Source: an optimization exercise on an open RTL-to-GDS flow (aim: small area and a short achievable clock period). Production flows keep margins and buffers that such runs may drop. RTL that was checked went through simulation tests only; none was proved equivalent to the original. Function not checked in run 6: the RTL went through the layout flow alone. Power figures rest on the tool's default switching activity, not on a simulated workload.

<file path="config.mk">
export PLATFORM = sky130hd
export DESIGN_NAME = bumpy_core
export DESIGN_NICKNAME = bumpy_core
export VERILOG_FILES = /design/flow/design.v
export SDC_FILE = /design/flow/constraint.sdc
export NUM_CORES = 4
export LEC_CHECK = 0
export CAP_MARGIN = 20
export CORE_MARGIN = 2
export CORE_UTILIZATION = 50
export CTS_BUF_LIST = sky130_fd_sc_hd__clkbuf_8
export SETUP_SLACK_MARGIN = 2.5
export SLEW_MARGIN = 20
</file>
<file path="constraint.sdc">
create_clock -name core_clock -period 6.0 [get_ports {clk}]
set_input_delay 1.2000 -clock core_clock [delete_from_list [all_inputs] [get_ports {clk}]]
set_output_delay 1.2000 -clock core_clock [all_outputs]
set_load 0.01 [all_outputs]
</file>
<file path="design.v">
`default_nettype none
package geom_pkg;
	localparam int FIXED_SHIFT = 6;
	localparam int TILE_PX = 64;
	localparam int BUMPY_PX = 16;
	localparam int GRID_COLS = 10;
	localparam int GRID_ROWS = 8;
	typedef logic signed [31:0] fixed_t;
	typedef logic signed [10:0] pixel_t;
	typedef logic [3:0] tile_idx_t;
	typedef struct packed {
		tile_idx_t col;
		tile_idx_t row;
	} tile_coord_t;
	typedef logic [1:0] tile_kind_t;
	localparam tile_kind_t TILE_FREE = 2'd0;
	localparam tile_kind_t TILE_STEP = 2'd1;
	localparam tile_kind_t TILE_TELEPORT = 2'd2;
	localparam tile_kind_t TILE_BORDER = 2'd3;
	typedef tile_kind_t [GRID_COLS*GRID_ROWS-1:0] tile_map_t;
	typedef logic [3:0] edge_code_t;
	localparam edge_code_t EDGE_NONE = 4'b0000;
	localparam edge_code_t EDGE_BOTTOM = 4'b0001;
	localparam edge_code_t EDGE_RIGHT = 4'b0010;
	localparam edge_code_t EDGE_TOP = 4'b0100;
	localparam edge_code_t EDGE_LEFT = 4'b1000;
endpackage
`default_nettype wire
`default_nettype none
package motion_pkg;
	typedef enum logic [2:0] {
		S_RESET,
		S_IDLE,
		S_LEFT,
		S_RIGHT,
		S_DOWN,
		S_UP,
		S_DIE
	} move_state_e;
	typedef struct packed {
		logic left;
		logic right;
		logic up;
		logic down;
	} keys_t;
	typedef struct packed {
		logic step;
		logic free;
		logic border;
		logic teleport;
		logic [3:0] hit_edge;
	} collision_t;
endpackage
`default_nettype wire
`timescale 1ns/100ps
`default_nettype none
module bumpy_core (
	input wire logic clk,
	input wire logic resetN,
	input wire logic start_of_frame,
	input wire motion_pkg::keys_t keys,
	input wire logic die,
	input wire logic restart,
	input wire geom_pkg::tile_map_t tile_map,
	input wire geom_pkg::tile_coord_t teleport_target,
	output geom_pkg::pixel_t offset_x,
	output geom_pkg::pixel_t offset_y,
	output motion_pkg::move_state_e state
);
	function automatic logic [31:0] pre_and(input logic [31:0] x);
		logic [31:0] p;
		p = x;
		for (int l = 0; l < 5; l++)
			for (int i = 0; i < 32; i++)
				if (((i >> l) & 1) != 0)
					p[i] = p[i] & p[((i >> l) << l) - 1];
		pre_and = {p[30:0], 1'b1};
	endfunction
	localparam logic [2:0] S_RESET = 3'd0;
	localparam logic [2:0] S_IDLE = 3'd1;
	localparam logic [2:0] S_LEFT = 3'd2;
	localparam logic [2:0] S_RIGHT = 3'd3;
	localparam logic [2:0] S_DOWN = 3'd4;
	localparam logic [2:0] S_UP = 3'd5;
	localparam logic [2:0] S_DIE = 3'd6;
	localparam logic [28:0] RST_PX = 29'd192;    
	localparam logic [30:0] RST_PY = 31'd8960;   
	localparam logic [30:0] LIM_Y = 31'd1376;
	logic [2:0] st;
	logic [1:0] nk;
	logic lbr, rbr;
	logic sxn, syn, syp, sx_nz;    
	logic sxp;
	assign sxp = sx_nz & ~sxn;
	logic [28:0] px;    
	logic [30:0] py;    
	logic [28:0] jx;    
	logic [30:0] jyl;   
	assign state = motion_pkg::move_state_e'(st);
	assign offset_x = px[13:3];
	assign offset_y = py[15:5];
	logic c_step, c_tele, c_free, c_bl, c_br;
	assign c_step = nk == 2'b10;
	assign c_tele = nk == 2'b01;
	assign c_free = nk == 2'b11;
	assign c_bl = (nk == 2'b00) & lbr;
	assign c_br = (nk == 2'b00) & ~lbr & rbr;
	logic [2:0] st_n;
	always_comb begin
		st_n = st;
		if (die)
			st_n = S_DIE;
		else if (st == S_RESET)
			st_n = S_IDLE;
		else if (st == S_DIE) begin
			if (restart)
				st_n = S_RESET;
		end
		else if (keys.up)
			st_n = c_free ? S_UP : S_IDLE;
		else if (keys.down)
			st_n = S_DOWN;
		else if (keys.left)
			st_n = S_LEFT;
		else if (keys.right)
			st_n = S_RIGHT;
		else
			st_n = S_IDLE;
	end
	logic dir_r;
	always_ff @(posedge clk or negedge resetN) begin
		if (!resetN) begin
			st <= S_RESET;
			dir_r <= 1'b0;
		end
		else if (start_of_frame) begin
			st <= st_n;
			dir_r <= st_n[0];
		end
	end
	logic [159:0] tm;
	assign tm = tile_map;
	logic signed [19:0] cx, cy;
	logic [5:0] mx, my;
	assign cx = px[28:9];
	assign mx = px[8:3];
	assign cy = py[30:11];
	assign my = py[10:5];
	logic inc_f, dec_l, inc_r, inc_rf, inc_rs;
	assign inc_f = (mx >= 6'd56);
	assign dec_l = (mx == 6'd0);
	assign inc_r = (mx >= 6'd48);
	assign inc_rf = (my >= 6'd48);
	assign inc_rs = (my >= 6'd56);
	logic [3:0] cf4, cl4, cr4;
	logic [2:0] rf3, rs3;
	assign cf4 = cx[3:0] + {3'd0, inc_f};
	assign cl4 = cx[3:0] - {3'd0, dec_l};
	assign cr4 = cx[3:0] + {3'd0, inc_r};
	assign rf3 = cy[2:0] + {2'd0, inc_rf};
	assign rs3 = cy[2:0] + {2'd0, inc_rs};
	logic cx_in, cx_m1, cx_10, cy_in, cy_m1;
	logic in_cf, in_cl, in_cr, in_rf, in_rs;
	assign cx_in = (cx[19:4] == 16'd0) && (cx[3:0] <= 4'd9);
	assign cx_m1 = (cx == -20'sd1);
	assign cx_10 = (cx == 20'sd10);
	assign cy_in = (cy[19:3] == 17'd0);
	assign cy_m1 = (cy == -20'sd1);
	assign in_cf = (cx_in && !(cx[3:0] == 4'd9 && inc_f)) || (cx_m1 && inc_f);
	assign in_cl = (cx_in && !(cx[3:0] == 4'd0 && dec_l)) || (cx_10 && dec_l);
	assign in_cr = (cx_in && !(cx[3:0] == 4'd9 && inc_r)) || (cx_m1 && inc_r);
	assign in_rf = (cy_in && !(cy[2:0] == 3'd7 && inc_rf)) || (cy_m1 && inc_rf);
	assign in_rs = (cy_in && !(cy[2:0] == 3'd7 && inc_rs)) || (cy_m1 && inc_rs);
	function automatic logic m8(input logic [7:0] d, input logic [2:0] s);
		m8 = s[2] ? (s[1] ? (s[0] ? d[7] : d[6]) : (s[0] ? d[5] : d[4]))
		          : (s[1] ? (s[0] ? d[3] : d[2]) : (s[0] ? d[1] : d[0]));
	endfunction
	function automatic logic m10(input logic [9:0] d, input logic [3:0] s);
		m10 = s[3] ? (s[0] ? d[9] : d[8]) :
		      s[2] ? (s[1] ? (s[0] ? d[7] : d[6]) : (s[0] ? d[5] : d[4]))
		           : (s[1] ? (s[0] ? d[3] : d[2]) : (s[0] ? d[1] : d[0]));
	endfunction
	logic [19:0] rowf;
	logic [9:0] bs, f0, f1;
	always_comb begin
		for (int i = 0; i < 20; i++) begin
			logic [7:0] d;
			for (int r = 0; r < 8; r++) d[r] = tm[r * 20 + i];
			rowf[i] = m8(d, rf3);
		end
		for (int c = 0; c < 10; c++) begin
			logic [7:0] d;
			for (int r = 0; r < 8; r++) d[r] = tm[r * 20 + 2 * c] & tm[r * 20 + 2 * c + 1];
			bs[c] = m8(d, rs3);
			f0[c] = rowf[2 * c];
			f1[c] = rowf[2 * c + 1];
		end
	end
	logic [1:0] kfs;
	logic lbs, rbs;
	assign kfs = {m10(f1, cf4), m10(f0, cf4)};
	assign lbs = m10(bs, cl4);
	assign rbs = m10(bs, cr4);
	logic [1:0] kf;
	logic lb, rb;
	assign kf = kfs | {2{~(in_cf & in_rf)}};
	assign lb = lbs | ~(in_cl & in_rs);
	assign rb = rbs | ~(in_cr & in_rs);
	always_ff @(posedge clk or negedge resetN) begin
		if (!resetN) begin
			nk <= 2'b00;
			lbr <= 1'b0;
			rbr <= 1'b0;
		end
		else begin
			nk <= ~kf;
			lbr <= lb;
			rbr <= rb;
		end
	end
	logic lt_y;
	assign lt_y = signed'(py) < signed'(jyl);
	logic signed [10:0] qx;
	always_comb begin
		case ({dir_r, sx_nz})
			2'b00: qx = 11'sd513;
			2'b01: qx = 11'sd498;
			2'b10: qx = -11'sd512;
			default: qx = -11'sd497;
		endcase
	end
	logic [30:0] ax, bx, cx3, sx3, kx3, zx;
	assign ax = {px[28], px[28], px};
	assign bx = ~{jx[28], jx[28], jx};
	assign cx3 = {{20{qx[10]}}, qx};
	assign sx3 = ax ^ bx ^ cx3;
	assign kx3 = {(ax[29:0] & bx[29:0]) | (ax[29:0] & cx3[29:0]) | (bx[29:0] & cx3[29:0]), 1'b0};
	assign zx = sx3 + kx3;
	logic [28:0] ux;
	logic wrap_l, wrap_r, lt_l, gt_r;
	assign ux = {~jx[28], jx[27:0]};
	assign wrap_l = (ux[28:10] == 19'd0) && (sx_nz ? (ux[9:0] < 10'd497) : (ux[9:0] < 10'd512));
	assign wrap_r = (ux[28:10] == 19'h7ffff) && (sx_nz ? (~ux[9:0] < 10'd497) : (~ux[9:0] < 10'd512));
	assign lt_l = wrap_l ? ~(~zx[30] & zx[29]) : zx[30];
	assign gt_r = wrap_r ? ~(zx[30] & ~zx[29]) : ~zx[30];
	always_ff @(posedge clk or negedge resetN) begin
		if (!resetN) begin
			syn <= 1'b0;
			syp <= 1'b0;
		end
		else begin
			case (st)
				S_IDLE, S_LEFT, S_RIGHT: begin
					if (c_step && !syn) begin
						syn <= 1'b1;
						syp <= 1'b0;
					end
					else if (lt_y && !syp) begin
						syn <= 1'b0;
						syp <= 1'b1;
					end
				end
				S_DOWN: begin
					syn <= 1'b0;
					syp <= 1'b1;
				end
				S_UP: begin
					syn <= 1'b1;
					syp <= 1'b0;
				end
				default: begin
					syn <= 1'b0;
					syp <= 1'b0;
				end
			endcase
		end
	end
	logic sxn_n, sxp_n;
	assign sxn_n = (st == S_LEFT) && !(lt_l && !sxp);
	assign sxp_n = (st == S_RIGHT) && !(gt_r && !sxn);
	always_ff @(posedge clk or negedge resetN) begin
		if (!resetN) begin
			sxn <= 1'b0;
			sx_nz <= 1'b0;
		end
		else begin
			sxn <= sxn_n;
			sx_nz <= sxn_n | sxp_n;
		end
	end
	logic jump;
	assign jump = c_step || (st == S_UP && c_free);
	logic [3:0] jlp, jlm;
	logic [28:0] jpush;
	assign jlp = {1'b0, px[8:6]} + 4'd5;
	assign jlm = {1'b0, px[8:6]} - 4'd5;
	logic [31:0] jp1, jp0;
	assign jp1 = pre_and({12'hfff, px[28:9]});
	assign jp0 = pre_and({12'hfff, ~px[28:9]});
	always_comb begin
		jpush[5:0] = px[5:0];
		jpush[8:6] = c_br ? jlp[2:0] : (c_bl ? jlm[2:0] : px[8:6]);
		for (int i = 9; i < 29; i++)
			jpush[i] = px[i] ^ ((c_br & jlp[3] & jp1[i - 9]) | (c_bl & jlm[3] & jp0[i - 9]));
	end
	always_ff @(posedge clk or negedge resetN) begin
		if (!resetN)
			jx <= '0;
		else if (jump || c_bl || c_br)
			jx <= jpush;
	end
	logic [6:0] jyb;
	logic [30:0] jyn;
	assign jyb = {1'b0, py[10:5]} - 7'd43;
	logic [31:0] jy0;
	assign jy0 = pre_and({12'hfff, ~py[30:11]});
	always_comb begin
		jyn[4:0] = py[4:0];
		jyn[10:5] = jyb[5:0];
		for (int i = 11; i < 31; i++)
			jyn[i] = py[i] ^ (jyb[6] & jy0[i - 11]);
	end
	always_ff @(posedge clk or negedge resetN) begin
		if (!resetN)
			jyl <= -LIM_Y;
		else if (jump)
			jyl <= jyn;
	end
	logic [28:0] tx;
	logic [31:0] tl1, tl0, tu;
	assign tl1 = pre_and({28'hfffffff, px[3:0]});
	assign tl0 = pre_and({28'hfffffff, ~px[3:0]});
	assign tu = pre_and({7'h7f, px[28:4] ^ {25{sxn}}});
	always_comb begin
		for (int i = 0; i < 4; i++)
			tx[i] = ~sxn ? tl0[i] : tl1[i];
		for (int i = 4; i < 29; i++)
			tx[i] = (sxn ? ~tl1[4] : ~tl0[4]) & tu[i - 4];
	end
	logic [30:0] ty;
	logic [7:0] lyp, lym;
	assign lyp = {1'b0, py[6:0]} + 8'd75;
	assign lym = {1'b0, py[6:0]} - 8'd75;
	logic [31:0] tyu;
	assign tyu = pre_and({8'hff, py[30:7] ^ {24{syn}}});
	always_comb begin
		ty[6:0] = (syp ? lyp[6:0] : lym[6:0]) ^ py[6:0];
		for (int i = 7; i < 31; i++)
			ty[i] = (syn ? lym[7] : lyp[7]) & tyu[i - 7];
	end
	always_ff @(posedge clk or negedge resetN) begin
		if (!resetN) begin
			px <= RST_PX;
			py <= RST_PY;
		end
		else if (c_tele) begin
			px <= {16'd0, teleport_target.col, 9'd192};
			py <= {16'd0, teleport_target.row, 11'd768};
		end
		else if (start_of_frame) begin
			px <= px ^ ({29{sx_nz}} & tx);
			py <= py ^ ({31{syn | syp}} & ty);
		end
	end
endmodule
`default_nettype wire
</file>
<file path="flow/run.sh">
#!/bin/bash
export BUFFER_PORTS_ARGS="-buffer_cell sky130_fd_sc_hd__buf_1"
bash standard.sh > standard.log 2>&1
</file>
<file path="standard.sh">
#!/bin/bash
# synth_recipe.tcl (not shown) runs the flow's synth.tcl, then flattens the netlist and writes it again
# the make line also repeats each setting of config.mk as NAME=value (left out here)
make -C /OpenROAD-flow-scripts/flow DESIGN_CONFIG=/design/flow/config.mk WORK_HOME=/design/flow/orfs CLKGATE_MAP_FILE= SYNTH_SCRIPT=/design/flow/synth_recipe.tcl "${@:-finish}"
</file>
==> results_dict.tcl, run 1 <==
set metrics [dict create \
    yosys-mux-area-fraction_pct 12.95 \
    detailroute.via_count 11300 \
    worst_vdd_rail_ir_drop_uv 255.1 \
    yosys-top-cells-area "dfrtp_1, mux4_2, ha_1" \
    whs_ns 0.4800 \
    required_arrival_time_at_the_worst_endpoint_ns 6.34 \
    worst-endpoint-arrival_ns 3.74 \
    drc 0 \
    register_clock_pin_slew_on_the_reported_worst_setup_and_hold_paths_ns 0.08 \
    yosysUniqueCellTypes 75 \
    slew-limit-headroom_pct 30.96 \
    cellInternalPower_mw 3.695 \
    worst-slew-pin-transition_ns 1.036 \
    post_dp_cell_area_mm2 0.01348 \
    rsz_0062_raised_after_global_routing "true" \
    hpwl_dp_um 28040 \
    cts_sinks 131 \
    antenna_found_initial 1 \
    fp-row-count 58 \
    timing.final.setup_violations 0 \
    drt-pass1-iter-count 7 \
    layout_common_cells "buf_1, o21ai_0, nand2_1" \
    synth-main-ff-cell "dfrtp_1" \
    ant_nets 0 \
    post-route-worst-setup-slack_ns 2.597 \
    synth_top_area_cell "dfrtp_1" \
    grt-ovfl-total 0 \
    synth_area_mm2 0.01272 \
    tritoncts.num_buffers 17 \
    dieArea_mm2 0.02674 \
    place_ws_ns 2.109 \
    netSwitchingFraction_pct 47.52 \
    final_common_cell "buf_1" \
    combPwrFrac_pct 65.4 \
    cts.root.buffer_cell "clkbuf_8" \
    post_synth_and_or_nand_nor_area_fraction_pct 18.53 \
    design.portCount 202 \
    holdBufCountCts 0 \
    die_h_um 163.5 \
    fin_tns_setup_ns 0 \
    cts_tree "built" \
    clock_power_share_pct 10.9 \
    portion_of_synthesized_cell_area_occupied_by_the_leading_cell_type_pct 20.26 \
    cap_violations 0 \
    die_width_um 163.5 \
    worst_path_largest_cell_delay_ns 0.55 \
    vias_per_cell 5.766 \
    synth-seq-cells 131 \
    initial_core_util_pct 50.68 \
    synthesis.nets 1773 \
    grt_start_max_net_pins 52 \
    final_area_mm2 0.01402 \
    clock_path_buffers 2 \
    portBuffers 201 \
    postLayoutCoreUtil_pct 55.85 \
    hold_violations 0 \
    fin_nets 1903 \
    clk_latency_ns 0.47 \
    first_iter_violations 673 \
    synthArstFlopShare_pct 100.0 \
    synth-edff-count 0 \
    maxClockFrequency_ghz 0.2938 \
    post-route-period-util_pct 56.72 \
    finalWorstPathRequiredPeriod_ns 3.403 \
    syn-mean-instance-area_um2 8.557 \
    timing.critical_path.from_type "flip-flop" \
    h-tree-depth 4 \
    synth_area_in_compound_gates_pct 15.18 \
    netSwitchingPower_mw 3.345 \
    core_region_area_mm2 0.02511 \
    global_route.usage.total_pct 28.38 \
    xor_xnor_share_of_the_synthesized_area_pct 9.961 \
    synth_fa_ha_area_share_pct 10.78 \
    vias_in_the_first_global_route 11290 \
    ys_warn_count 1 \
    share_of_final_layout_standard_cells_stronger_than_drive_strength_1_pct 11.60 \
    dominant_combinational_cell_family_by_area_after_synthesis "simple AND/OR/NAND/NOR gates" \
    crit_fanout 12 \
    total_inserted_antenna_cells 0 \
    final-max-slew-violation-count 0 \
    cp_slowest_cell "nor2_2" \
    finalClockSkew_ns 0.01979 \
    critical_path.endpoint_type "flip-flop" \
    proportion_of_synthesized_chip_area_in_sequential_cells_pct 26.04 \
    grt_pass1_wl_um 59810 \
    p_seq_share_pct 23.7 \
    areaGrowthSynthToFinish_pct 10.21 \
    power.density_mw_per_mm2 502.1 \
    leakage_power_of_the_design_nw 5.490 \
    crit_path_kind "flip-flop to flip-flop" \
    wirelength_um 36720 \
    finalWeightedCongestion 0.9548 \
    status "no timing/DRC/antenna violations" \
    crit_path_cell_trace "inv_1 > ha_1 > nor2_2 > xnor2_1 > ha_1 > a21o_1 > a21oi_1 > o21ai_0 > a21oi_1 > o21ai_0 > o31ai_1 > nor3b_2 > nand3b_1" \
    route.detailed.wl_per_inst_um 18.74 \
    syn-instance-count 1487 \
    worst_min_path_class "flip-flop to flip-flop" \
]
[cell usage after synthesis (13+ instances only)]
| cell type | n |
|---|---|
| buf_4 | 22 |
| ha_1 | 108 |
| o21ai_0 | 165 |
| or3_1 | 18 |
| nor4_1 | 13 |
| mux4_2 | 66 |
| a21oi_1 | 86 |
| nand3_1 | 64 |
| nand4_1 | 27 |
| a21o_1 | 20 |
| clkbuf_1 | 66 |
| xnor2_1 | 88 |
| nand2_1 | 165 |
| xor2_1 | 53 |
| dfrtp_1 | 103 |
| nor3_1 | 27 |
| nor2_1 | 116 |
| dfstp_2 | 28 |
| inv_1 | 79 |
[critical path, delay by kind of cell, from the launching register on]
| family | cells | cell delay [ns] |
|---|---|---|
| buffers and inverters | 1 | 0.08 |
| flip-flops | 1 | 0.48 |
| AO/OA/AOI/OAI | 6 | 1.17 |
| XOR/XNOR | 1 | 0.20 |
| adder cells (fa/ha/maj) | 2 | 0.55 |
| AND/OR/NAND/NOR | 3 | 0.80 |
[logic make-up after synthesis]
| group | Yosys count |
|---|---|
| muxes | 81 |
| DFF | 131 |
| buffers and inverters | 189 |
| adders and majority gates | 109 |
| and+or+nand+nor | 496 |
| AOI/OAI and AO/OA | 338 |
| xor gates and xnor gates | 143 |
[final timing paths]
| path | startpoint | to | slack [ns] | depth (start not counted) |
|---|---|---|---|---|
| worst min register to register | jyl[25] | jyl[25] | 0.48 | 2 |
| worst max register to register | sx_nz | sx_nz | 2.60 | 13 |
| worst max-delay path | sx_nz | sx_nz | 2.60 | 13 |
| worst min-delay path | jyl[25] | jyl[25] | 0.48 | 2 |
| min in group asynchronous | resetN | jx[16] | 0.78 | 1 |
| max in group asynchronous | resetN | px[9] | 4.11 | 2 |
[flip-flops by register name (all words and copies together) (netlist names), 2 cells and up]
name / cells
st: 3
jx: 29
px: 29
jyl: 31
py: 31
nk: 2
[metal layers]
layer / part of all wire, % / track usage (%)
met1: 44 / 36.12
met2: 50 / 50.59
met3: 4.3 / 3.733
met4: 2.2 / 7.775
met5: 0 / 0
[layout make-up]
class | instances | area (um2)
fillers | 2384 | 11090
multi-input cells | 1168 | 8675
flip-flops and latches | 131 | 3321
repair buffers | 220 | 937.1
well taps | 330 | 412.9
inverters | 79 | 296.5
clock buffers | 17 | 234.0
clock inverters | 15 | 147.6
[power by group through the flow]
stage	clock [mW]	sequential [mW]	combinational, mW
floorplan	0	1.44	3.69
global placement	0	1.68	4.40
detailed placement	0	1.69	4.45
CTS	0.781	1.68	4.57
global route	0.823	1.73	5.14
finish	0.765	1.67	4.60
[metrics by stage]
step / std cells / power [mW]
floorplan: 1487 / 5.123
global placement: 1920 / 6.081
detailed placement: 1920 / 6.139
CTS: 1955 / 7.027
global route: 1960 / 7.692
finish: 1960 / 7.041
[what timing repair did]
item | in CTS | in global routing
endpoints found under the setup margin | 6 | 14
endpoints found under the hold margin | 0 | 0
cloned | 0 | 1
setup buffers | 3 | 4
pin swaps | 1 | 2
resized for setup | 10 | 10
==> inputs of run 2 (changes only) <==
--- a/config.mk
+++ b/config.mk
@@ -9,5 +9,5 @@
 export CORE_MARGIN = 2
 export CORE_UTILIZATION = 50
 export CTS_BUF_LIST = sky130_fd_sc_hd__clkbuf_8
-export SETUP_SLACK_MARGIN = 2.5
+export SETUP_SLACK_MARGIN = 2.65
 export SLEW_MARGIN = 20
==> run 2 against run 1 <==
Net effect: worst hold slack better by 0.00054 ns; highest routed layer is now met5; sequential power hardly changed; clock skew is 0.0012 ns higher; wire length is 5.6% higher; first-iteration DRC count is 1.9% higher; die area stayed put; synthesized cell count stayed put; clock-buffer cell count stayed put; via count is 1.5% higher; setup slack better by 0.12 ns.
==> results_dict.tcl, run 2 <==
set metrics [dict create \
    status "no timing/DRC/antenna violations" \
    syn-mean-instance-area_um2 8.557 \
    design.portCount 202 \
    fin_nets 1908 \
    grt_pass1_wl_um 61760 \
    detailroute.via_count 11470 \
    synth-seq-cells 131 \
    layout_common_cells "buf_1, nand2_1, o21ai_0" \
    cap_violations 0 \
    clock_path_buffers 2 \
    clk_latency_ns 0.47 \
    cts_tree "built" \
    synthArstFlopShare_pct 100.0 \
    finalClockSkew_ns 0.02097 \
    final_common_cell "buf_1" \
    syn-instance-count 1487 \
    grt_start_max_net_pins 61 \
    ys_warn_count 1 \
    synthesis.nets 1773 \
    clock_power_share_pct 11.2 \
    yosys-mux-area-fraction_pct 12.95 \
    antenna_found_initial 5 \
    filler_cell_count 2401 \
    timing.critical_path.from_type "flip-flop" \
    drc 0 \
    startpoint "py[8]" \
    hold_violations 0 \
    first_iter_violations 686 \
    post-route-worst-setup-slack_ns 2.720 \
    min_delay_path_depth 2 \
    h-tree-depth 4 \
    fin_tns_setup_ns 0 \
    proportion_of_synthesized_chip_area_in_sequential_cells_pct 26.04 \
    global_route.usage.total_pct 29.71 \
    synth_area_in_compound_gates_pct 15.18 \
    dominant_combinational_cell_family_by_area_after_synthesis "simple AND/OR/NAND/NOR gates" \
    worstHoldStart "jyl[21]" \
    maxClockFrequency_ghz 0.3049 \
    areaGrowthSynthToFinish_pct 11.85 \
    timing.rr.end "lbr" \
    synth_top_area_cell "dfrtp_1" \
    finalWeightedCongestion 1.043 \
    reg2reg_slack_ns 2.72 \
    die_width_um 163.5 \
    leakage_power_of_the_design_nw 5.563 \
    tritoncts.num_buffers 17 \
    p_seq_share_pct 23.0 \
    netSwitchingPower_mw 3.493 \
    rsz_0062_raised_after_global_routing "true" \
    cellInternalPower_mw 3.806 \
    drt-pass1-iter-count 8 \
    reg2regPathDepth 10 \
    synth_commonest_cells "nand2_1, o21ai_0, nor2_1, ha_1, dfrtp_1" \
    post-route-period-util_pct 54.66 \
    timing.final.setup_violations 0 \
    combPwrFrac_pct 65.8 \
    dieArea_mm2 0.02674 \
    cts_sinks 131 \
    post_synth_and_or_nand_nor_area_fraction_pct 18.53 \
    yosysUniqueCellTypes 75 \
    crit_fanout 5 \
    worst_min_path_class "flip-flop to flip-flop" \
    register_clock_pin_slew_on_the_reported_worst_setup_and_hold_paths_ns 0.10 \
    synth-edff-count 0 \
    slew-limit-headroom_pct 29.25 \
    hpwl_dp_um 29290 \
    synth_area_mm2 0.01272 \
    portion_of_synthesized_cell_area_occupied_by_the_leading_cell_type_pct 20.26 \
    vias_in_the_first_global_route 11390 \
    finalWorstPathRequiredPeriod_ns 3.280 \
    final-max-slew-violation-count 0 \
    wirelength_um 38770 \
    yosys-top-cells-area "dfrtp_1, mux4_2, ha_1" \
    portBuffers 201 \
    netSwitchingFraction_pct 47.85 \
    holdBufCountCts 0 \
    biggestRegsByFlops "jyl: 31 flops, py: 31 flops" \
    initial_core_util_pct 50.68 \
    synth_fa_ha_area_share_pct 10.78 \
    synth-main-ff-cell "dfrtp_1" \
    core_region_area_mm2 0.02511 \
    worst_vdd_rail_ir_drop_uv 219.7 \
    critical_path.reg2reg.startpoint "py[8]" \
    ant_nets 0 \
    min_delay_worst_endpoint "jyl[21]" \
    share_of_final_layout_standard_cells_stronger_than_drive_strength_1_pct 12.72 \
    worst-slew-pin-transition_ns 1.061 \
    fp-row-count 58 \
    grt-ovfl-total 0 \
    place_ws_ns 2.168 \
    vias_per_cell 5.829 \
    die_h_um 163.5 \
    route.detailed.wl_per_inst_um 19.71 \
    cts.root.buffer_cell "clkbuf_8" \
    crit_path_kind "flip-flop to flip-flop" \
    power.density_mw_per_mm2 512.8 \
    critical_path.endpoint_type "flip-flop" \
    worst-endpoint-arrival_ns 3.60 \
    required_arrival_time_at_the_worst_endpoint_ns 6.32 \
    xor_xnor_share_of_the_synthesized_area_pct 9.961 \
]
[run 2: changes by cell type in the layout (fill, tap and decap cells not counted), sizes merged]
cell,delta
buf,+4
clkinv,+3
clkinvlp,-3
clkbuf,+2
diode,+2
nor2,-1
[run 2: power groups by stage]
stage	Sequential [mW]	Clock [mW]	Combinational, mW
floorplan	1.44	0	3.70
global placement	1.69	0	4.41
detailed placement	1.70	0	4.47
CTS	1.68	0.829	4.72
global route	1.74	0.870	5.37
finish	1.68	0.815	4.80
[run 2: cells by family after synthesis]
logic type / after synthesis
buffers and inverters: 189
AOI/OAI and AO/OA: 338
adders and majority gates: 109
xor gates and xnor gates: 143
DFF: 131
muxes: 81
and+or+nand+nor: 496
[run 2: repair_timing]
item                       CTS  global route
gates cloned                 1             1
gates resized for setup     21            20
buffers inserted             5             7
setup endpoints to repair   11            19
pin swaps                    1             1
[run 2: cell type report]
| type | count | area (um2) | area share, % |
|---|---|---|---|
| well taps | 330 | 412.9 | 2.901 |
| multi-input cells | 1167 | 8733 | 61.36 |
| clock buffers | 17 | 234.0 | 1.644 |
| diodes | 2 | 5.005 | 0.03516 |
| clock inverters | 15 | 183.9 | 1.292 |
| inverters | 79 | 296.5 | 2.084 |
| repair buffers | 226 | 1042 | 7.323 |
| flip-flops and latches | 131 | 3324 | 23.36 |
[run 2: metal layers]
| layer | vias up | GRT usage [%] | part of all wire [%] |
|---|---|---|---|
| li1 | 5562 | - | - |
| met1 | 5508 | 37.22 | 43 |
| met2 | 326 | 51.55 | 49 |
| met3 | 64 | 5.561 | 5.1 |
| met4 | 6 | 9.809 | 2.6 |
| met5 | - | 0 | 0.11 |
[run 2: worst max-delay path by stage]
stage                         to  slack, ns
after global routing       sx_nz       2.53
after floorplan              lbr       2.61
after detailed placement  px[27]       2.17
after global placement     nk[1]       2.21
final                        lbr       2.72
after CTS                  sx_nz       2.53
[run 2: worst max-delay path: stages, from the launching register on]
cell	delay (ns)
dfstp_2	0.55
and3_4	0.21
ha_4	0.14
ha_4	0.15
xor2_4	0.23
buf_12	0.16
mux4_2	0.52
mux4_2	0.48
mux2i_1	0.18
a21oi_1	0.10
or4_1	0.41
[run 2: per-stage QoR]
step	power, mW	hold WS (ns)	utilization, %	std cells	instance area [um2]
final	7.299	0.4805	56.68	1967	14230
after global routing	7.981	0.5065	56.67	1966	14230
after CTS	7.226	0.4892	56.07	1957	14080
after detailed placement	6.173	0.4727	53.65	1919	13470
after global placement	6.105	0.4652	53.65	1919	13470
after floorplan	5.136	0.4498	-	1487	12760
==> inputs of run 3 (changes only) <==
--- a/config.mk
+++ b/config.mk
@@ -7,7 +7,7 @@
 export LEC_CHECK = 0
 export CAP_MARGIN = 20
 export CORE_MARGIN = 2
-export CORE_UTILIZATION = 50
+export CORE_UTILIZATION = 35
 export CTS_BUF_LIST = sky130_fd_sc_hd__clkbuf_8
-export SETUP_SLACK_MARGIN = 2.65
+export SETUP_SLACK_MARGIN = 2.75
 export SLEW_MARGIN = 20
==> run 3 against run 2 <==
Net effect: sequential power is essentially flat; highest routed layer is now met4; still clean on timing, DRC and antenna; worst hold slack about the same; synthesized cell count unchanged; critical path type unchanged; setup slack worse by 0.012 ns; via count rose by 2.0%; clock-buffer cell count did not move; wire length grew 4.2%.
==> results_dict.tcl, run 3 <==
set metrics [dict create \
    status "no timing/DRC/antenna violations" \
    final_common_cell "buf_1" \
    biggestRegsByFlops "jyl: 31 flops, py: 31 flops" \
    cellInternalPower_mw 3.898 \
    worst_vdd_rail_ir_drop_uv 248.3 \
    reg2regPathDepth 10 \
    crit_path_kind "flip-flop to flip-flop" \
    tritoncts.num_buffers 17 \
    portBuffers 201 \
    post-route-worst-setup-slack_ns 2.709 \
    synthesis.nets 1773 \
    rsz_0062_raised_after_global_routing "true" \
    total_power_mw 7.453 \
    filler_cell_count 3617 \
    fp-row-count 69 \
    fin_tns_setup_ns 0 \
    final_area_mm2 0.01463 \
    share_of_final_layout_standard_cells_stronger_than_drive_strength_1_pct 14.46 \
    finalWeightedCongestion 0.9113 \
    critical_path.reg2reg.startpoint "py[9]" \
    synth-edff-count 0 \
    design.portCount 202 \
    route.detailed.wl_per_inst_um 19.04 \
    cts_sinks 131 \
    global_route.usage.total_pct 21.48 \
    dieArea_mm2 0.03790 \
    timing.final.setup_violations 0 \
    postLayoutCoreUtil_pct 41.03 \
    yosysUniqueCellTypes 75 \
    register_clock_pin_slew_on_the_reported_worst_setup_and_hold_paths_ns 0.09 \
    place_ws_ns 2.046 \
    final-max-slew-violation-count 0 \
    antenna_found_initial 2 \
    grt_pass1_wl_um 63940 \
    ant_nets 0 \
    portion_of_synthesized_cell_area_occupied_by_the_leading_cell_type_pct 20.26 \
    min_delay_worst_endpoint "jyl[15]" \
    areaGrowthSynthToFinish_pct 14.98 \
    netSwitchingPower_mw 3.555 \
    netSwitchingFraction_pct 47.70 \
    post_synth_and_or_nand_nor_area_fraction_pct 18.53 \
    grt_start_max_net_pins 59 \
    cts.root.buffer_cell "clkbuf_8" \
    post-route-period-util_pct 54.86 \
    drt-pass1-iter-count 5 \
    grt-ovfl-total 0 \
    worstHoldStart "jyl[15]" \
    clk_latency_ns 0.49 \
    detailroute.via_count 11690 \
    clock_path_buffers 2 \
    combPwrFrac_pct 67.1 \
    h-tree-depth 4 \
    required_arrival_time_at_the_worst_endpoint_ns 6.35 \
    whs_ns 0.4808 \
    xor_xnor_share_of_the_synthesized_area_pct 9.961 \
    fin_nets 1933 \
    synth-main-ff-cell "dfrtp_1" \
    clock_power_share_pct 10.5 \
    dominant_combinational_cell_family_by_area_after_synthesis "simple AND/OR/NAND/NOR gates" \
    hold_violations 0 \
    layout_common_cells "buf_1, nand2_1, o21ai_0" \
    leakage_power_of_the_design_nw 5.689 \
    synth_area_in_compound_gates_pct 15.18 \
    yosys-mux-area-fraction_pct 12.95 \
    timing.rr.end "lbr" \
    synth_commonest_cells "nand2_1, o21ai_0, nor2_1, ha_1, dfrtp_1" \
    final_cell_count_no_fill 2123 \
    cap_violations 0 \
    synth-seq-cells 131 \
    synth_area_mm2 0.01272 \
    syn-instance-count 1487 \
    synth_fa_ha_area_share_pct 10.78 \
    p_seq_share_pct 22.3 \
    finalWorstPathRequiredPeriod_ns 3.292 \
    core_region_area_mm2 0.03566 \
    worst_min_path_class "flip-flop to flip-flop" \
    crit_fanout 40 \
    proportion_of_synthesized_chip_area_in_sequential_cells_pct 26.04 \
    vias_in_the_first_global_route 11550 \
    post_dp_cell_area_mm2 0.01368 \
    power.density_mw_per_mm2 509.4 \
    ys_warn_count 1 \
    holdBufCountCts 0 \
    min_delay_path_depth 2 \
    synth_top_area_cell "dfrtp_1" \
    cts_tree "built" \
    wirelength_um 40410 \
    die_h_um 194.7 \
    maxClockFrequency_ghz 0.3038 \
    critical_path.endpoint_type "flip-flop" \
    initial_core_util_pct 35.69 \
    synthArstFlopShare_pct 100.0 \
    hpwl_dp_um 30940 \
    syn-mean-instance-area_um2 8.557 \
    vias_per_cell 5.506 \
    dpl.cell_count 2052 \
    reg2reg_slack_ns 2.71 \
    first_iter_violations 733 \
    worst-endpoint-arrival_ns 3.64 \
    timing.critical_path.from_type "flip-flop" \
    drc 0 \
    finalClockSkew_ns 0.01320 \
    die_width_um 194.7 \
    slew-limit-headroom_pct 43.04 \
    worst-slew-pin-transition_ns 0.8523 \
    yosys-top-cells-area "dfrtp_1, mux4_2, ha_1" \
]
-- run 3: kinds of logic (layout without fill, tap and decap cells) --
family,count (synthesis),in the layout
adder cells (fa/ha/maj),109,109
buffers and inverters,189,361
AND/OR/NAND/NOR,496,497
XOR/XNOR,143,143
flip-flops,131,131
multiplexers,81,81
AO/OA/AOI/OAI,338,338
other,0,2
-- run 3: how the worst max path moves through the flow --
stage / start / to / slack [ns] / cells past startpoint
floorplan: py[8] / lbr / 2.70 / 10
global placement: py[9] / nk[1] / 2.09 / 7
CTS: py[9] / lbr / 2.74 / 10
finish: py[9] / lbr / 2.71 / 10
global route: py[9] / lbr / 2.60 / 10
detailed placement: py[10] / nk[0] / 2.05 / 7
-- run 3: power groups by stage --
stage / registers, mW / logic [mW] / clock network, mW
detailed placement: 1.69 / 4.53 / 0
floorplan: 1.44 / 3.72 / 0
global placement: 1.68 / 4.44 / 0
global route: 1.71 / 5.54 / 0.841
CTS: 1.66 / 4.84 / 0.806
finish: 1.66 / 5.00 / 0.786
-- run 3: repair_timing --
action                     in CTS  in global routing
pin swaps                       4                  8
setup endpoints to repair      12                 15
buffers inserted               16                 19
resized for setup              22                 23
gates cloned                    0                  2
-- run 3: cell type report --
cell class                      count  area [um2]  share of cell area (%)
Timing Repair Buffer              250        1226                   8.381
Inverter                           79       302.8                   2.070
Sequential cell                   131        3324                   22.72
Clock buffer                       17       234.0                   1.599
Clock inverter                     15       166.4                   1.137
Multi-Input combinational cell   1168        8795                   60.11
Antenna cell                        2       5.005                 0.03421
Tap cell                          461       576.8                   3.943
-- run 3: layer usage --
| layer | vias to the layer above | GRT usage, % | share of wire [%] |
|---|---|---|---|
| met5 | - | 0 | 0 |
| met4 | 0 | 12.05 | 5.2 |
| met3 | 81 | 2.811 | 5.3 |
| met2 | 425 | 36.20 | 47 |
| met1 | 5571 | 26.60 | 42 |
| li1 | 5613 | - | - |
-- run 3: worst max-delay path: stages (launching register included) --
cell and delay [ns]:
dfstp_2 0.58, and3_4 0.25, ha_4 0.27, buf_12 0.20, nand3_1 0.09, o21ai_0 0.12
mux4_2 0.50, mux4_2 0.51, mux2i_1 0.15, a21oi_1 0.08, or4_1 0.39
==> inputs of run 4 (changes only) <==
--- a/config.mk
+++ b/config.mk
@@ -7,7 +7,7 @@
 export LEC_CHECK = 0
 export CAP_MARGIN = 20
 export CORE_MARGIN = 2
-export CORE_UTILIZATION = 35
+export CORE_UTILIZATION = 45
 export CTS_BUF_LIST = sky130_fd_sc_hd__clkbuf_8
-export SETUP_SLACK_MARGIN = 2.75
+export SETUP_SLACK_MARGIN = 2.8
 export SLEW_MARGIN = 20
==> run 4 against run 3 <==
Net effect: worst hold slack gained 0.0024 ns; core utilization up 11 points; largest power group unchanged; total power is 1.4% lower; synthesized cell count unchanged; still clean on timing, DRC and antenna; critical path type unchanged; highest routed layer unchanged; die area is 22% lower; critical endpoint unchanged; wire length fell by 2.4%; register-to-register slack improved by 0.07 ns; clock-buffer cell count unchanged; clock power increased by 2%.
==> results_dict.tcl, run 4 <==
set metrics [dict create \
    design.portCount 202 \
    post-route-period-util_pct 53.72 \
    holdBufCountCts 0 \
    register_clock_pin_slew_on_the_reported_worst_setup_and_hold_paths_ns 0.09 \
    postLayoutCoreUtil_pct 52.00 \
    drc 0 \
    drt-pass1-iter-count 5 \
    ant_nets 0 \
    met3_length_um 1851 \
    endpoint "lbr" \
    synth_area_mm2 0.01272 \
    timing.critical_path.from_type "flip-flop" \
    leakage_power_of_the_design_nw 5.643 \
    dieArea_mm2 0.02964 \
    clock_path_buffers 2 \
    final_cell_count_no_fill 2029 \
    syn-instance-count 1487 \
    top_layer "met4" \
    finalClockSkew_ns 0.02278 \
    biggestRegsByFlops "jyl: 31 flops, py: 31 flops" \
    synth_top_area_cell "dfrtp_1" \
    crit_fanout 20 \
    wirelength_um 39450 \
    portion_of_synthesized_cell_area_occupied_by_the_leading_cell_type_pct 20.26 \
    rsz_0062_raised_after_global_routing "true" \
    h-tree-depth 4 \
    whs_ns 0.4833 \
    syn-mean-instance-area_um2 8.557 \
    first_iter_violations 669 \
    global_route.usage.total_pct 26.83 \
    total_inserted_antenna_cells 0 \
    yosysUniqueCellTypes 75 \
    worst_vdd_rail_ir_drop_uv 277.8 \
    timing.rr.end "lbr" \
    vias_in_the_first_global_route 11350 \
    yosys-top-cells-area "dfrtp_1, mux4_2, ha_1" \
    routedLengthMet1_um 17300 \
    layout_common_cells "buf_1, nand2_1, o21ai_0" \
    worst-slew-pin-transition_ns 0.9411 \
    critical_path.endpoint_type "flip-flop" \
    maxClockFrequency_ghz 0.3102 \
    clk_latency_ns 0.46 \
    critical_path.reg2reg.startpoint "py[8]" \
    synth-main-ff-cell "dfrtp_1" \
    hpwl_dp_um 29520 \
    grt-ovfl-total 0 \
    cts_tree "built" \
    die_h_um 172.2 \
    status "no timing/DRC/antenna violations" \
    crit_path_kind "flip-flop to flip-flop" \
    routed_length_on_met2_um 18600 \
    final_area_mm2 0.01445 \
    grt_start_max_net_pins 72 \
    synth-edff-count 0 \
    finalWeightedCongestion 1.104 \
    timing.final.setup_violations 0 \
    grt_pass1_wl_um 61150 \
    filler_cell_count 2762 \
    proportion_of_synthesized_chip_area_in_sequential_cells_pct 26.04 \
    reg2reg_slack_ns 2.78 \
    power.density_mw_per_mm2 509.0 \
    portBuffers 201 \
    dpl.cell_count 1967 \
    slew-limit-headroom_pct 37.26 \
    required_arrival_time_at_the_worst_endpoint_ns 6.33 \
    cts_sinks 131 \
    vias_per_cell 5.749 \
    ys_warn_count 1 \
    synthArstFlopShare_pct 100.0 \
    antenna_found_initial 0 \
    share_of_final_layout_standard_cells_stronger_than_drive_strength_1_pct 13.87 \
    worst_min_path_class "flip-flop to flip-flop" \
    cap_violations 0 \
    hold_violations 0 \
    final_common_cell "buf_1" \
    startpoint "py[8]" \
    detailroute.via_count 11670 \
    synthesis.nets 1773 \
    post_dp_cell_area_mm2 0.01357 \
    worst-endpoint-arrival_ns 3.55 \
    finalWorstPathRequiredPeriod_ns 3.223 \
    fin_tns_setup_ns 0 \
    final-max-slew-violation-count 0 \
    reg2regPathDepth 10 \
    areaGrowthSynthToFinish_pct 13.52 \
    cts.root.buffer_cell "clkbuf_8" \
    tritoncts.num_buffers 17 \
    die_width_um 172.2 \
    synth_commonest_cells "nand2_1, o21ai_0, nor2_1, ha_1, dfrtp_1" \
    fp-row-count 61 \
    route.detailed.wl_per_inst_um 19.44 \
    fin_nets 1924 \
    initial_core_util_pct 45.80 \
    synth-seq-cells 131 \
    core_region_area_mm2 0.02778 \
]
## run 4: what timing repair did
item                                    in CTS  in global routing
gates cloned                                 1                  2
pin swaps                                    5                 10
gates resized for setup                     23                 23
setup buffers                               15                 12
hold endpoints to repair                     0                  0
endpoints found under the setup margin      19                 21
## run 4: critical path: stages (launching register included)
cell	delay, ns
dfstp_2	0.56
and3_4	0.24
ha_4	0.25
buf_12	0.17
nand3_1	0.11
o21ai_0	0.14
mux4_2	0.50
mux4_2	0.48
mux2i_1	0.16
a21oi_1	0.08
or4_1	0.39
## run 4: how the worst min path moves through the flow
| stage | startpoint | end | slack, ns | cells past startpoint |
|---|---|---|---|---|
| after detailed placement | jyl[30] | jyl[30] | 0.47 | 2 |
| after global routing | jyl[30] | jyl[30] | 0.50 | 2 |
| after global placement | jyl[19] | jyl[19] | 0.46 | 2 |
| after CTS | jyl[21] | jyl[21] | 0.49 | 2 |
| final | jyl[21] | jyl[21] | 0.48 | 2 |
| after floorplan | jyl[10] | jyl[10] | 0.45 | 2 |
## run 4: where the power goes
group / leakage (nW) / internal (mW) / switching [mW]
sequential: 1.62 / 1.20 / 0.474
clock: 0.201 / 0.382 / 0.420
combinational: 3.82 / 2.33 / 2.55
## run 4: cell families after synthesis
| family | after synthesis | synth area share, % |
|---|---|---|
| compound gates | 338 | 15.18 |
| xor+xnor | 143 | 9.961 |
| fa+ha+maj | 109 | 10.78 |
| buf+inv | 189 | 6.568 |
| flops | 131 | 26.04 |
| mux | 81 | 12.95 |
| simple gates | 496 | 18.53 |
## run 4: area by class of cell
cell class | count | area [um2] | area share (%)
inverters | 79 | 299.0 | 2.070
clock inverters | 15 | 172.7 | 1.195
repair buffers | 240 | 1156 | 8.003
flip-flops and latches | 131 | 3324 | 23.01
clock buffers | 17 | 234.0 | 1.620
multi-input cells | 1169 | 8786 | 60.82
well taps | 378 | 473.0 | 3.274
## run 4: routing by layer
metal | vias up | GRT usage [%]
met5 | - | 0
met2 | 403 | 44.81
met1 | 5595 | 34.59
met3 | 76 | 3.822
met4 | 0 | 11.98
li1 | 5591 | -
## run 4: through the flow
step,setup WS (ns),total power [mW]
3_5_place_dp,2.150,6.157
6_report,2.777,7.352
3_3_place_gp,2.169,6.079
5_1_grt,2.707,7.978
2_1_floorplan,2.702,5.158
4_1_cts,2.808,7.285
==> inputs of run 5 (changes only) <==
--- a/config.mk
+++ b/config.mk
@@ -9,5 +9,5 @@
 export CORE_MARGIN = 2
 export CORE_UTILIZATION = 45
 export CTS_BUF_LIST = sky130_fd_sc_hd__clkbuf_8
-export SETUP_SLACK_MARGIN = 2.8
+export SETUP_SLACK_MARGIN = 3.0
 export SLEW_MARGIN = 20
==> run 5 against run 4 <==
Net effect: global-route usage increased by 0.76 points; critical path depth unchanged; clock skew decreased by 0.0082 ns; design area increased by 2.7%; sequential cell count unchanged.
==> results_dict.tcl, run 5 <==
set metrics [dict create \
    worst_min_path_class "flip-flop to flip-flop" \
    biggestRegsByFlops "jyl: 31 flops, py: 31 flops" \
    reg2reg_slack_ns 2.81 \
    vias_in_the_first_global_route 11460 \
    tritoncts.num_buffers 17 \
    postLayoutCoreUtil_pct 53.39 \
    worst-slew-pin-transition_ns 1.006 \
    areaGrowthSynthToFinish_pct 16.57 \
    design.portCount 202 \
    share_of_final_layout_standard_cells_stronger_than_drive_strength_1_pct 16.20 \
    final-max-slew-violation-count 0 \
    cts.root.buffer_cell "clkbuf_8" \
    grt-ovfl-total 0 \
    synth_top_area_cell "dfrtp_1" \
    met3_length_um 2468 \
    top_layer "met4" \
    required_arrival_time_at_the_worst_endpoint_ns 6.35 \
    clk_latency_ns 0.47 \
    hpwl_dp_um 29510 \
    finalClockSkew_ns 0.01456 \
    routedLengthMet1_um 16390 \
    crit_fanout 9 \
    finalWorstPathRequiredPeriod_ns 3.193 \
    critical_path.endpoint_type "flip-flop" \
    power.density_mw_per_mm2 517.7 \
    status "no timing/DRC/antenna violations" \
    ys_warn_count 1 \
    timing.critical_path.from_type "flip-flop" \
    drc 0 \
    global_route.usage.total_pct 27.58 \
    portion_of_synthesized_cell_area_occupied_by_the_leading_cell_type_pct 20.26 \
    final_common_cell "buf_1" \
    yosysUniqueCellTypes 75 \
    die_h_um 172.2 \
    synth-main-ff-cell "dfrtp_1" \
    synthArstFlopShare_pct 100.0 \
    cap_violations 0 \
    cts_tree "built" \
    fin_nets 1946 \
    initial_core_util_pct 45.80 \
    timing.final.setup_violations 0 \
    synth-seq-cells 131 \
    syn-mean-instance-area_um2 8.557 \
    leakage_power_of_the_design_nw 5.858 \
    crit_path_kind "flip-flop to flip-flop" \
    hold_violations 0 \
    slew-limit-headroom_pct 32.91 \
    synth-edff-count 0 \
    grt_start_max_net_pins 57 \
    grt_pass1_wl_um 62660 \
    rsz_0062_raised_after_global_routing "true" \
    post-route-period-util_pct 53.22 \
    layout_common_cells "buf_1, nand2_1, o21ai_0" \
    fp-row-count 61 \
    antenna_found_initial 1 \
    syn-instance-count 1487 \
    die_width_um 172.2 \
    finalWeightedCongestion 0.9862 \
    clock_path_buffers 2 \
    first_iter_violations 885 \
    ant_nets 0 \
    worst-endpoint-arrival_ns 3.54 \
    synth_area_mm2 0.01272 \
    synthesis.nets 1773 \
    portBuffers 201 \
    vias_per_cell 5.770 \
    fin_tns_setup_ns 0 \
    drt-pass1-iter-count 6 \
    maxClockFrequency_ghz 0.3132 \
    yosys-top-cells-area "dfrtp_1, mux4_2, ha_1" \
    register_clock_pin_slew_on_the_reported_worst_setup_and_hold_paths_ns 0.09 \
    dieArea_mm2 0.02964 \
    whs_ns 0.4790 \
    cts_sinks 131 \
    core_region_area_mm2 0.02778 \
    worst_vdd_rail_ir_drop_uv 270.1 \
    synth_commonest_cells "nand2_1, o21ai_0, nor2_1, ha_1, dfrtp_1" \
    multi_input_comb_area_mm2 0.008912 \
    filler_cell_count 2662 \
    sequential_cell_area_mm2 0.003336 \
    h-tree-depth 4 \
    proportion_of_synthesized_chip_area_in_sequential_cells_pct 26.04 \
    wirelength_um 40240 \
    routed_length_on_met2_um 19790 \
    detailroute.via_count 11850 \
    route.detailed.wl_per_inst_um 19.60 \
]
[run 5: critical path, stage by stage (launching register included)]
cell and delay (ns):
dfstp_2 0.56, and3_4 0.24, ha_4 0.15, ha_4 0.15, xor2_4 0.17, buf_12 0.16
mux4_2 0.55, mux4_2 0.47, mux2i_1 0.15, a21oi_1 0.07, or4_1 0.39
[run 5: final cells by class]
class	count	share of cell area, %
multi-input combinational	1170	60.08
sequential	131	22.49
timing repair buffer	261	9.515
tap	378	3.189
inverter	79	2.016
clock buffer	19	1.763
clock inverter	13	0.9110
antenna	2	0.03374
[run 5: cells by family after synthesis]
logic type               Yosys count  synth area share [%]
AND/OR/NAND/NOR                  496                 18.53
AO/OA/AOI/OAI                    338                 15.18
buffers and inverters            189                 6.568
XOR/XNOR                         143                 9.961
flip-flops                       131                 26.04
adder cells (fa/ha/maj)          109                 10.78
multiplexers                      81                 12.95
[run 5: where the power goes]
part / total [mW] / leakage, nW / internal, mW / switching [mW]
clock network: 0.783 / 0.196 / 0.390 / 0.393
logic: 5.23 / 4.04 / 2.53 / 2.71
registers: 1.66 / 1.62 / 1.20 / 0.460
total: 7.68 / 5.86 / 4.12 / 3.56
[run 5: metrics by stage]
| stage | instances | power [mW] | setup slack [ns] | instance area, um2 |
|---|---|---|---|---|
| after floorplan | 1487 | 5.248 | 2.710 | 12920 |
| after global placement | 1966 | 6.132 | 2.270 | 13620 |
| after detailed placement | 1966 | 6.214 | 2.211 | 13620 |
| after CTS | 2035 | 7.439 | 2.818 | 14530 |
| after global routing | 2052 | 8.301 | 2.681 | 14830 |
| final | 2053 | 7.678 | 2.807 | 14830 |
[run 5: final timing paths]
path	start	to	depth (start not counted)
worst max-delay path	py[9]	lbr	10
worst min-delay path	jyl[14]	jyl[14]	2
worst max register to register	py[9]	lbr	10
worst min register to register	jyl[14]	jyl[14]	2
max in group asynchronous	resetN	jyl[5]	2
min in group asynchronous	resetN	px[12]	1
[run 5: layer usage]
metal  vias to the layer above  GRT usage (%)
li1                       5631              -
met1                      5689          34.47
met2                       443          47.83
met3                        82          4.005
met4                         0          11.36
met5                         -              0
[run 5: timing repair]
item	in CTS	in global routing
hold buffers	0	0
buffers inserted	33	13
cloned	4	3
pin swaps	12	17
setup endpoints to repair	39	32
gates resized for setup	34	31
==> inputs of run 6 (changes only) <==
--- a/design.v
+++ b/design.v
@@ -135,7 +135,7 @@
 		end
 		else if (start_of_frame) begin
 			st <= st_n;
-			dir_r <= st_n[0];
+			dir_r <= (st_n == S_RIGHT);
 		end
 	end
 	logic [159:0] tm;
--- a/config.mk
+++ b/config.mk
@@ -9,5 +9,5 @@
 export CORE_MARGIN = 2
 export CORE_UTILIZATION = 45
 export CTS_BUF_LIST = sky130_fd_sc_hd__clkbuf_8
-export SETUP_SLACK_MARGIN = 3.0
+export SETUP_SLACK_MARGIN = 2.65
 export SLEW_MARGIN = 20
==> run 6 against run 5 <==
Net effect: still clean; total power is 37% lower; clock-buffer cell count is the same; clock power up 7.7%; synthesized cell count is 3.5% higher; clock skew is 0.0036 ns higher; final cell count increased by 0.39%; critical path depth decreased by 2; wire length decreased by 7.9%; first-iteration DRC count decreased by 7.8%.
==> results_dict.tcl, run 6 <==
set metrics [dict create \
    met3_length_um 1928 \
    synth_area_mm2 0.01286 \
    grt_pass1_wl_um 60060 \
    yosys-top-cells-area "dfrtp_1, mux4_2, ha_1" \
    xor_xnor_share_of_the_synthesized_area_pct 8.925 \
    top_layer "met4" \
    p_seq_share_pct 26.8 \
    synth_fa_ha_area_share_pct 10.74 \
    dominant_combinational_cell_family_by_area_after_synthesis "simple AND/OR/NAND/NOR gates" \
    netSwitchingFraction_pct 41.20 \
    biggestRegsByFlops "jyl: 31 flops, py: 31 flops" \
    finalWorstPathRequiredPeriod_ns 3.220 \
    synth_area_in_compound_gates_pct 15.69 \
    post-route-worst-setup-slack_ns 2.780 \
    vias_per_cell 5.707 \
    place_ws_ns 2.055 \
    required_arrival_time_at_the_worst_endpoint_ns 6.41 \
    drc 0 \
    worst-slew-pin-transition_ns 0.9587 \
    antenna_found_initial 2 \
    worst_vdd_rail_ir_drop_uv 263.4 \
    portBuffers 201 \
    proportion_of_synthesized_chip_area_in_sequential_cells_pct 25.97 \
    combPwrFrac_pct 55.8 \
    final-max-slew-violation-count 0 \
    first_iter_violations 816 \
    route.detailed.wl_per_inst_um 17.99 \
    ys_warn_count 1 \
    synth_top_area_cell "dfrtp_1" \
    layout_common_cells "buf_1, o21ai_0, nand2_1" \
    grt-ovfl-total 0 \
    fin_nets 1954 \
    cts_sinks 132 \
    power.density_mw_per_mm2 337.1 \
    die_width_um 173.0 \
    clock_power_share_pct 17.4 \
    initial_core_util_pct 46.02 \
    finalClockSkew_ns 0.01815 \
    global_route.usage.total_pct 24.80 \
    cap_violations 0 \
    synthesis.nets 1825 \
    routedLengthMet1_um 16290 \
    fin_tns_setup_ns 0 \
    leakage_power_of_the_design_nw 5.673 \
    clock_path_buffers 2 \
    synth-edff-count 0 \
    yosysUniqueCellTypes 67 \
    reg2regPathDepth 8 \
    yosys-mux-area-fraction_pct 12.76 \
    syn-mean-instance-area_um2 8.354 \
    critical_path.endpoint_type "flip-flop" \
    synth-main-ff-cell "dfrtp_1" \
    finalWeightedCongestion 0.9223 \
    synthArstFlopShare_pct 100.0 \
    slew-limit-headroom_pct 35.93 \
    core_region_area_mm2 0.02793 \
    cts.root.buffer_cell "clkbuf_8" \
    register_clock_pin_slew_on_the_reported_worst_setup_and_hold_paths_ns 0.08 \
    final_common_cell "buf_1" \
    syn-instance-count 1539 \
    timing.final.setup_violations 0 \
    crit_path_kind "flip-flop to flip-flop" \
    crit_fanout 33 \
    timing.critical_path.from_type "flip-flop" \
    design.portCount 202 \
    maxClockFrequency_ghz 0.3106 \
    die_h_um 173.0 \
    synth_commonest_cells "o21ai_0, nand2_1, nor2_1, ha_1, dfrtp_1" \
    synth-seq-cells 132 \
    netSwitchingPower_mw 1.997 \
    cellInternalPower_mw 2.851 \
    h-tree-depth 4 \
    worst_min_path_class "flip-flop to flip-flop" \
    synth_most_common_cell "o21ai_0" \
    drt-pass1-iter-count 5 \
    routed_length_on_met2_um 17420 \
    detailroute.via_count 11760 \
    vias_in_the_first_global_route 11460 \
    reg2reg_slack_ns 2.78 \
    share_of_final_layout_standard_cells_stronger_than_drive_strength_1_pct 11.12 \
    post_synth_and_or_nand_nor_area_fraction_pct 19.43 \
    grt_start_max_net_pins 81 \
    hpwl_dp_um 28520 \
    hold_violations 0 \
    min_delay_path_depth 2 \
    post-route-period-util_pct 53.66 \
    clk_latency_ns 0.48 \
    worst-endpoint-arrival_ns 3.63 \
    rsz_0062_raised_after_global_routing "true" \
    areaGrowthSynthToFinish_pct 11.85 \
    wirelength_um 37080 \
    cts_tree "built" \
    tritoncts.num_buffers 17 \
    portion_of_synthesized_cell_area_occupied_by_the_leading_cell_type_pct 20.24 \
    fp-row-count 61 \
    status "no timing/DRC/antenna violations" \
    dieArea_mm2 0.02994 \
    ant_nets 0 \
]
==> run 6: cell types whose count changed after synthesis, moves of 9 or more <==
cell	before	now
a21oi_1	86	95
clkbuf_1	66	79
nand2_1	165	176
nand3_1	64	73
o21ai_0	165	178
==> run 6: cell families after synthesis <==
logic type               count (synthesis)
AND/OR/NAND/NOR                        524
AO/OA/AOI/OAI                          360
buffers and inverters                  201
flip-flops                             132
XOR/XNOR                               128
adder cells (fa/ha/maj)                110
multiplexers                            84
==> run 6: per-layer routing <==
layer	up-vias	track usage [%]
met2	403	41.25
met3	75	4.046
li1	5740	-
met4	0	11.02
met1	5545	31.81
met5	-	0
==> run 6: final cells by class <==
cell class	instances	area [um2]
multi-input cells	1207	8771
clock buffers	19	261.5
inverters	84	315.3
clock inverters	13	171.4
flip-flops and latches	132	3339
fillers	2757	13550
repair buffers	226	1044
well taps	378	473.0
diodes	2	5.005
==> run 6: worst max-delay path: stages (launching register included) <==
cell and delay (ns):
dfstp_2 0.63, and2_1 0.34, ha_4 0.19, ha_4 0.40
mux4_2 0.38, mux4_2 0.54, mux4_2 0.47, nand2_1 0.08
and3_1 0.15
==> run 6: path summary, 6_finish.rpt <==
kind                         start      end
setup / recovery             py[9]    nk[1]
hold / removal             jyl[29]  jyl[29]
setup reg to reg             py[9]    nk[1]
hold reg to reg            jyl[29]  jyl[29]
max in group asynchronous   resetN    sx_nz
min in group asynchronous   resetN   py[14]
==> run 6: timing repair <==
| action | in CTS | in global routing |
|---|---|---|
| pin swaps | 2 | 3 |
| endpoints found under the setup margin | 6 | 9 |
| gates resized for setup | 7 | 9 |
| cloned | 1 | 0 |
| setup buffers | 7 | 6 |
| hold buffers | 0 | 0 |
==> run 6: per-stage QoR <==
step                      util, %  total power, mW  instances  hold WS, ns  area [um2]
after floorplan                 -            3.268       1539       0.4439       12860
after global placement      48.92            3.814       2012       0.4537       13670
after detailed placement    48.98            3.848       2013       0.4558       13680
after CTS                   51.12            4.855       2053       0.4687       14280
after global routing        51.48            5.220       2061       0.4971       14380
final                       51.48            4.848       2061       0.4661       14380
==> run 6: power by group through the flow <==
stage          Clock, mW  Combinational, mW  Sequential, mW
6_report           0.843               2.70            1.30
5_1_grt            0.895               2.99            1.33
4_1_cts            0.862               2.69            1.30
3_5_place_dp           0               2.53            1.31
3_3_place_gp           0               2.50            1.31
2_1_floorplan          0               2.10            1.17
==> inputs of run 7 (changes only) <==
--- a/design.v
+++ b/design.v
@@ -135,7 +135,7 @@
 		end
 		else if (start_of_frame) begin
 			st <= st_n;
-			dir_r <= (st_n == S_RIGHT);
+			dir_r <= st_n[0];
 		end
 	end
 	logic [159:0] tm;
--- a/config.mk
+++ b/config.mk
@@ -9,5 +9,6 @@
 export CORE_MARGIN = 2
 export CORE_UTILIZATION = 45
 export CTS_BUF_LIST = sky130_fd_sc_hd__clkbuf_8
+export PLACE_DENSITY = 0.75
 export SETUP_SLACK_MARGIN = 2.65
 export SLEW_MARGIN = 20
==> run 7 against run 6 <==
Net effect: critical path depth is 2 higher; sequential share of layout area increased by 0.11 points; design area decreased by 0.94%; highest routed layer unchanged; synthesized cell count decreased by 3.4%; critical path type unchanged; global-route usage up 1.4 points.
==> results_dict.tcl, run 7 <==
set metrics [dict create \
    cts_tree "built" \
    timing.critical_path.from_type "flip-flop" \
    crit_path_cell_trace "and3_4 > ha_4 > ha_2 > xor2_4 > buf_12 > mux4_2 > mux4_2 > mux2i_1 > a21oi_1 > or4_1" \
    biggestRegsByFlops "jyl: 31 flops, py: 31 flops" \
    finalClockSkew_ns 0.01929 \
    ys_warn_count 1 \
    cts_sinks 131 \
    first_iter_violations 1004 \
    worst_path_most_repeated_cell "mux4_2" \
    post-route-period-util_pct 54.69 \
    yosysUniqueCellTypes 75 \
    rsz_0062_raised_after_global_routing "true" \
    clock_power_share_pct 10.3 \
    route.detailed.wl_per_inst_um 18.95 \
    path_delay_family "multiplexers" \
    filler_cell_count 2712 \
    syn-mean-instance-area_um2 8.557 \
    grt-ovfl-total 0 \
    vias_per_cell 5.856 \
    clk_latency_ns 0.47 \
    netSwitchingFraction_pct 47.12 \
    hpwl_dp_um 29360 \
    register_clock_pin_slew_on_the_reported_worst_setup_and_hold_paths_ns 0.09 \
    synth-edff-count 0 \
    timing.final.setup_violations 0 \
    worstHoldStart "jyl[26]" \
    vias_in_the_first_global_route 11400 \
    synth_area_mm2 0.01272 \
    ant_nets 0 \
    worst-endpoint-arrival_ns 3.62 \
    routedLengthMet1_um 15580 \
    crit_fanout 10 \
    synthesis.nets 1773 \
    synth-seq-cells 131 \
    maxClockFrequency_ghz 0.3048 \
    grt_start_max_net_pins 63 \
    combPwrFrac_pct 66.1 \
    areaGrowthSynthToFinish_pct 11.95 \
    worst-slew-pin-transition_ns 0.9925 \
    worst_min_path_class "flip-flop to flip-flop" \
    portion_of_synthesized_cell_area_occupied_by_the_leading_cell_type_pct 20.26 \
    multi_input_comb_area_mm2 0.008691 \
    drt-pass1-iter-count 5 \
    sequential_cell_area_mm2 0.003324 \
    power.density_mw_per_mm2 502.9 \
    die_h_um 172.2 \
    critical_path.endpoint_type "flip-flop" \
    fin_nets 1914 \
    finalWeightedCongestion 0.9760 \
    post_dp_cell_area_mm2 0.01355 \
    reg2regPathDepth 10 \
    leakage_power_of_the_design_nw 5.567 \
    proportion_of_synthesized_chip_area_in_sequential_cells_pct 26.04 \
    min_delay_worst_endpoint "jyl[26]" \
    h-tree-depth 4 \
    synth_top_area_cell "dfrtp_1" \
    final_area_mm2 0.01424 \
    final_common_cell "buf_1" \
    critical_path.reg2reg.startpoint "py[9]" \
    reg2reg_slack_ns 2.72 \
    cap_violations 0 \
    postLayoutCoreUtil_pct 51.27 \
    finalWorstPathRequiredPeriod_ns 3.281 \
    global_route.usage.total_pct 26.24 \
    wirelength_um 38250 \
    netSwitchingPower_mw 3.376 \
    drc 0 \
    synth_commonest_cells "nand2_1, o21ai_0, nor2_1, ha_1, dfrtp_1" \
    crit_path_kind "flip-flop to flip-flop" \
    p_seq_share_pct 23.5 \
    dieArea_mm2 0.02964 \
    syn-instance-count 1487 \
    worst_vdd_rail_ir_drop_uv 289.2 \
    status "no timing/DRC/antenna violations" \
    min_delay_path_depth 2 \
    fp-row-count 61 \
    fin_tns_setup_ns 0 \
    timing.rr.end "lbr" \
    detailroute.via_count 11820 \
    tritoncts.num_buffers 17 \
    clock_path_buffers 2 \
    required_arrival_time_at_the_worst_endpoint_ns 6.34 \
    final-max-slew-violation-count 0 \
    routed_length_on_met2_um 18890 \
    design.portCount 202 \
    core_region_area_mm2 0.02778 \
    slew-limit-headroom_pct 33.83 \
    portBuffers 201 \
    met3_length_um 2465 \
    antenna_found_initial 0 \
    share_of_final_layout_standard_cells_stronger_than_drive_strength_1_pct 12.61 \
    hold_violations 0 \
    cp_slowest_cell "dfstp_2" \
    synthArstFlopShare_pct 100.0 \
    critical_path.n_buffers_inverters 1 \
    cts.root.buffer_cell "clkbuf_8" \
    initial_core_util_pct 45.80 \
    worst_path_largest_cell_delay_ns 0.58 \
    grt_pass1_wl_um 60640 \
    total_inserted_antenna_cells 0 \
    layout_common_cells "buf_1, o21ai_0, nand2_1" \
    synth-main-ff-cell "dfrtp_1" \
    die_width_um 172.2 \
    top_layer "met4" \
    cellInternalPower_mw 3.788 \
    yosys-top-cells-area "dfrtp_1, mux4_2, ha_1" \
]
-- run 7: cell count changes in the layout (fill, tap and decap cells not counted), sizes merged, moves of 8 or more --
| cell | previous run | this run |
|---|---|---|
| a21oi | 95 | 86 |
| nand2 | 176 | 165 |
| xnor2 | 80 | 88 |
| nand3 | 73 | 64 |
| o21ai | 182 | 167 |
-- run 7: layout make-up --
type | count | share of cell area, %
multi-input cells | 1168 | 61.01
flip-flops and latches | 131 | 23.34
repair buffers | 231 | 7.589
well taps | 378 | 3.320
inverters | 79 | 2.082
clock buffers | 18 | 1.739
clock inverters | 14 | 0.9223
-- run 7: worst max-delay path by stage --
stage	startpoint	end	slack (ns)	cells after the start
3_3_place_gp	py[9]	nk[1]	2.24	7
2_1_floorplan	py[9]	lbr	2.61	10
5_1_grt	st[0]	sx_nz	2.57	13
6_report	py[9]	lbr	2.72	10
4_1_cts	st[0]	sx_nz	2.63	13
3_5_place_dp	st[0]	sx_nz	2.19	12
-- run 7: worst min-delay path, stage by stage (launching register included) --
cell,delay [ns]
dfstp_2,0.38
nand2_1,0.04
o21ai_0,0.07
-- run 7: cells by family after synthesis --
logic type / count (synthesis) / synth area share, %
and+or+nand+nor: 496 / 18.53
DFF: 131 / 26.04
muxes: 81 / 12.95
buffers and inverters: 189 / 6.568
AOI/OAI and AO/OA: 338 / 15.18
xor gates and xnor gates: 143 / 9.961
adders and majority gates: 109 / 10.78
-- run 7: what timing repair did --
action,4_1_cts,5_1_grt
setup endpoints to repair,10,20
hold buffers,0,0
buffers inserted,6,10
cloned,1,1
resized for setup,17,17
pin swaps,2,3
-- run 7: power by group through the flow --
stage | Clock (mW) | Combinational [mW] | Sequential [mW]
after global placement | 0 | 4.32 | 1.68
final | 0.741 | 4.74 | 1.69
after global routing | 0.783 | 5.25 | 1.74
after floorplan | 0 | 3.70 | 1.44
after CTS | 0.749 | 4.59 | 1.67
after detailed placement | 0 | 4.44 | 1.70
-- run 7: stage by stage --
step | setup slack [ns] | hold slack (ns) | power [mW] | cells
3_3_place_gp | 2.239 | 0.4642 | 6.003 | 1969
3_5_place_dp | 2.190 | 0.4706 | 6.136 | 1969
2_1_floorplan | 2.612 | 0.4498 | 5.136 | 1487
6_report | 2.719 | 0.4829 | 7.164 | 2019
5_1_grt | 2.574 | 0.5041 | 7.776 | 2019
4_1_cts | 2.627 | 0.4848 | 7.013 | 2008
-- run 7: metal layers --
| layer | GRT usage (%) | vias up |
|---|---|---|
| met5 | 0 | - |
| met4 | 9.317 | 0 |
| li1 | - | 5575 |
| met1 | 33.92 | 5669 |
| met3 | 3.685 | 79 |
| met2 | 45.00 | 500 |

## separate check: timing with driven ports
Ports are ideal in the flow. The routed layouts listed here were re-timed in OpenROAD.
Step 1: set_driving_cell puts a clkbuf_16 on clk and a buf_2 on each other input, an assumption about the parent block.
Step 2 also shifts input and output timing later by t, the mid clock arrival at the registers, as if the neighbouring blocks saw the same clock.
Slacks: ideal / step 1 / step 2; pairs: ideal / step 1.
run | t (ns) | slack for setup (ns)
run 1 | 0.504 | 2.597 / 2.597 / 2.178
run 2 | 0.504 | 2.720 / 2.720 / 2.269
run 3 | 0.527 | 2.708 / 2.708 / 2.583
run 4 | 0.497 | 2.777 / 2.777 / 2.490
run 5 | 0.512 | 2.807 / 2.807 / 2.653
run 6 | 0.511 | 2.780 / 2.780 / 2.311
run 7 | 0.498 | 2.719 / 2.719 / 2.338
After both steps every run listed still meets setup and hold.
